What follows belongs to an exercise in optimizing a design on an open flow for small area and few clock cycles per item; a production flow would make more cautious choices. The RTL was checked by simulation tests, not by an equivalence proof against the original design. Power is estimated from default activity; no workload was simulated.

## 03-10
Design pedal_noise_and_drift_monitor, start of the top module:
module pedal_noise_and_drift_monitor #(
    parameter int unsigned TRAVEL_MAX = 1023
) (
    input  logic                          aclk,
    input  logic                          aresetn,
    input  logic                          s_valid,
    output logic                          s_ready,
    input  logic [52:0]                   s_data,
    output logic                          m_valid,
    input  logic                          m_ready,
    output logic [8:0]                    m_data,
    input  logic                          psel,
    input  logic                          penable,
    input  logic                          pwrite,
    input  logic [pndm_pkg::PADDR_W-1:0]  paddr,
    input  logic [31:0]                   pwdata,
    output logic [31:0]                   prdata,
    output logic                          pready
);
For scale: ~2000 cells after synthesis, roughly 16000 um^2 of cells after synthesis.
export LEC_CHECK = 0
export ABC_AREA = 1
export CAP_MARGIN = 20
export CORE_MARGIN = 2
export CORE_UTILIZATION = 80
export SLEW_MARGIN = 20
export SYNTH_HIERARCHICAL = 1
create_clock -name core_clock -period 12.0 [get_ports {aclk}]
standard.sh (not shown) runs the stock make flow with config.mk's settings and CLKGATE_MAP_FILE= SYNTH_SCRIPT=/design/flow/synth_recipe.tcl, a recipe that flattens the netlist after the stock synthesis.
==> flow/flow/run.sh <==
#!/bin/bash
# Layout flow: the standard ORFS flow, with smaller port buffers and a
# clock tree without dummy loads. Each step's output goes to a log of its own.
set -euo pipefail
bash standard.sh synth > synth.log 2>&1
bash standard.sh \
    "BUFFER_PORTS_ARGS=-buffer_cell sky130_fd_sc_hd__buf_1" \
    "CTS_ARGS=-sink_clustering_enable -repair_clock_nets -dont_use_dummy_load -root_buf sky130_fd_sc_hd__clkbuf_8 -buf_list sky130_fd_sc_hd__clkbuf_4 -sink_clustering_size 8 -sink_clustering_max_diameter 80" \
    finish > layout.log 2>&1
Testbench counts of 03-10, summed over its fixed seeds: cycles 16,008, items 16,000.
## Diff of input files: 08-28 against 03-10
--- a/flow/design.v
+++ b/flow/design.v
@@ -82,48 +82,49 @@
     input  logic [31:0] lim_q,
     output logic        over
 );
     logic [32:0] c;       
     logic [31:0] d_q;     
     logic [31:0] unused_k;
-    logic        c_out, gt_n;
+    logic [32:1] gt_n;
+    assign c[0] = 1'b1;
     pndm_chain #(.N(32), .ODD_FIRST(0)) u_sub (
-        .xq(now_q), .yq(t_q), .ci(1'b1), .c(c), .co(c_out)
+        .xq(now_q), .yq(t_q), .ci(1'b1), .co(c[32:1])
     );
     for (genvar i = 0; i < 32; i++) begin : g_d
         pndm_fa u_d (.a(now_q[i]), .b(t_q[i]), .c(c[i]), .s(d_q[i]), .k(unused_k[i]));
     end
     pndm_chain #(.N(32), .ODD_FIRST(1)) u_cmp (
-        .xq(d_q), .yq(lim_q), .ci(1'b1), .c(), .co(gt_n)
+        .xq(d_q), .yq(lim_q), .ci(1'b1), .co(gt_n)
     );
-    assign over = ~gt_n;
+    assign over = ~gt_n[32];
 endmodule
 module pndm_chain #(
     parameter int N = 32,
     parameter int ODD_FIRST = 0
 ) (
     input  logic [N-1:0] xq,
     input  logic [N-1:0] yq,
     input  logic         ci,
-    output logic [N:0]   c,
-    output logic         co
+    output logic [N:1]   co      
 );
+    logic [N:0] c;
     assign c[0] = ci;
+    assign co   = c[N:1];
     for (genvar i = 0; i < N; i++) begin : g_st
         logic g, p;
         if ((i + ODD_FIRST) % 2 == 0) begin : g_inv
             pndm_nor2  u_g (.a(xq[i]), .b(yq[i]), .y(g));
             pndm_nand2 u_p (.a(xq[i]), .b(yq[i]), .y(p));
             pndm_o21ai u_c (.a1(c[i]), .a2(g), .b1(p), .y(c[i+1]));
         end else begin : g_true
             pndm_nand2 u_g (.a(xq[i]), .b(yq[i]), .y(g));
             pndm_nor2  u_p (.a(xq[i]), .b(yq[i]), .y(p));
             pndm_o21ai u_c (.a1(p), .a2(c[i]), .b1(g), .y(c[i+1]));
         end
     end
-    assign co = c[N];
 endmodule
 module pedal_noise_and_drift_monitor #(
     parameter int unsigned TRAVEL_MAX = 1023
 ) (
     input  logic                          aclk,
     input  logic                          aresetn,
@@ -258,23 +259,41 @@
     pndm_elapsed u_exp_full (
         .now_q (now_q), .t_q (full_time_q_reg), .lim_q (cfg_reg.window_ms_q), .over (exp_full)
     );
     pndm_elapsed u_exp_alert (
         .now_q (now_q), .t_q (alert_time_q_reg), .lim_q (cfg_reg.cooldown_ms_q), .over (exp_alert)
     );
+    logic [9:0]  near_x, near_y;
+    logic [10:1] near_c;
+    logic [7:0]  fire_x, fire_y;
+    logic [8:1]  fire_c;
+    for (genvar i = 0; i < 10; i++) begin : g_near
+        logic unused_k;
+        assign near_x[i] = cfg_reg.clutch_margin[i] ^ (i % 2 == 0);
+        pndm_ha u_y (.a(dc[i]), .b(dc[10] ^ (i % 2 == 1)), .s(near_y[i]), .k(unused_k));
+    end
+    pndm_chain #(.N(10), .ODD_FIRST(0)) u_near (
+        .xq(near_x), .yq(near_y), .ci(!dc[10]), .co(near_c)
+    );
+    assign near = near_c[10];
+    for (genvar i = 0; i < 8; i++) begin : g_fire
+        assign fire_x[i] = stuck_mid[i] ^ (i % 2 == 0);
+        assign fire_y[i] = cfg_reg.clutch_repeat[i] ^ (i % 2 == 1);
+    end
+    pndm_chain #(.N(8), .ODD_FIRST(0)) u_fire (
+        .xq(fire_x), .yq(fire_y), .ci(1'b1), .co(fire_c)
+    );
+    assign clutch_fire = fire_c[8];
     always_comb begin
         g25     = 15'(add32(32'({gas, 4'd0}), add32(32'({gas, 3'd0}), 32'(gas), 1'b0), 1'b0));
         pct_sum = 18'(add32(32'({g25, 2'd0}), 32'(g25[14:8]), 1'b1));
         gas_pct = pct_sum[16:10];
         gas_idle  = !cmp32(32'(gas), 32'(cfg_reg.gas_idle_max), 1'b0);
         dc        = 11'(add32(32'(clutch), ~(32'(prev_clutch_reg)), 1'b1));
-        near      = cmp32(32'(cfg_reg.clutch_margin),
-                          32'(dc[9:0] ^ {10{dc[10]}}), !dc[10]);
         stuck_hit = gas_idle && (clutch != '0) && near;
         stuck_mid = stuck_hit ? 8'(add32(32'(stuck_count_reg), 32'd0, 1'b1)) : 8'd0;
-        clutch_fire = cmp32(32'(stuck_mid), 32'(cfg_reg.clutch_repeat), 1'b1);
         restart     = !gas_idle && !racing_reg;
         idle_expire = exp_act;
         racing_new  = !gas_idle || (racing_reg && !idle_expire);
         peak_base   = restart ? '0 : peak_pct_reg;
         peak_max    = cmp32(32'(gas_pct), 32'(peak_base), 1'b0) ? gas_pct : peak_base;
         at_full     = cmp32(32'(gas), 32'(cfg_reg.gas_full_min), 1'b1);
Diff 03-10 -> 08-28 | number of instances in the synthesized netlist | down slightly. ~same cell area after layout in 03-10 and 08-28. Global-route usage over all layers for 08-28: 2.3 points up relative to 03-10. Delta(highest ir drop seen on vdd, 08-28 - 03-10) > 0. From 08-28 to 03-10, total setup buffers inserted after CTS did not move at all. Measured against each other, 03-10 and 08-28 differ in worst-margin pin slew, the lower figure coming from 03-10. In the metrics for 03-10 and 08-28, the one carrying the lower met1 capacity usage during global routing is 03-10. Status: total leakage power parity (08-28, 03-10). Relative to 03-10, 08-28 degrades fmax. Between 03-10 and 08-28, the flow reports power density over cell area increasing slightly. Logic depth of the worst setup path including buffers was higher in the run labelled 08-28. Global-route met2 utilization for 08-28 is higher than for 03-10. Net switching power of the design in 08-28 vs 03-10: up 2.7%.
Testbench counts of 08-28, summed over its fixed seeds: cycles 16,008, items 16,000.

## port drivers added, routing unchanged
The flow's constraints put no driver on any port. The routed layouts listed below were extracted and timed again, unchanged, in two steps. Step 1, drivers: a clkbuf_16 drives aclk and a buf_2 each remaining input, both assumed. Step 2 adds t to the input delays and takes it off the output delays; t is the mean of the earliest and latest rising clock arrival at the registers after step 1. Input paths then give back, and output paths get back, about the clock's delay inside the block. a / b / c = ideal ports / drivers / drivers and shift; a / b = the first two.
run | t, ns | slack for setup (ns) | hold WS [ns] | latest minus earliest clock arrival (ns) | worst slew at a driven data input, ns
03-10 | 0.576 | 1.382 / 1.400 / 0.824 | 0.464 / 0.464 / 0.464 | 0.073 / 0.072 | 0.07
08-28 | 0.572 | 0.681 / 0.699 / 0.127 | 0.491 / 0.491 / 0.491 | 0.043 / 0.043 | 0.07
After both steps every run listed still meets setup and hold. The setup slack of 03-10, which loses most, moves by +0.018 ns with the drivers and by -0.558 ns with both steps.
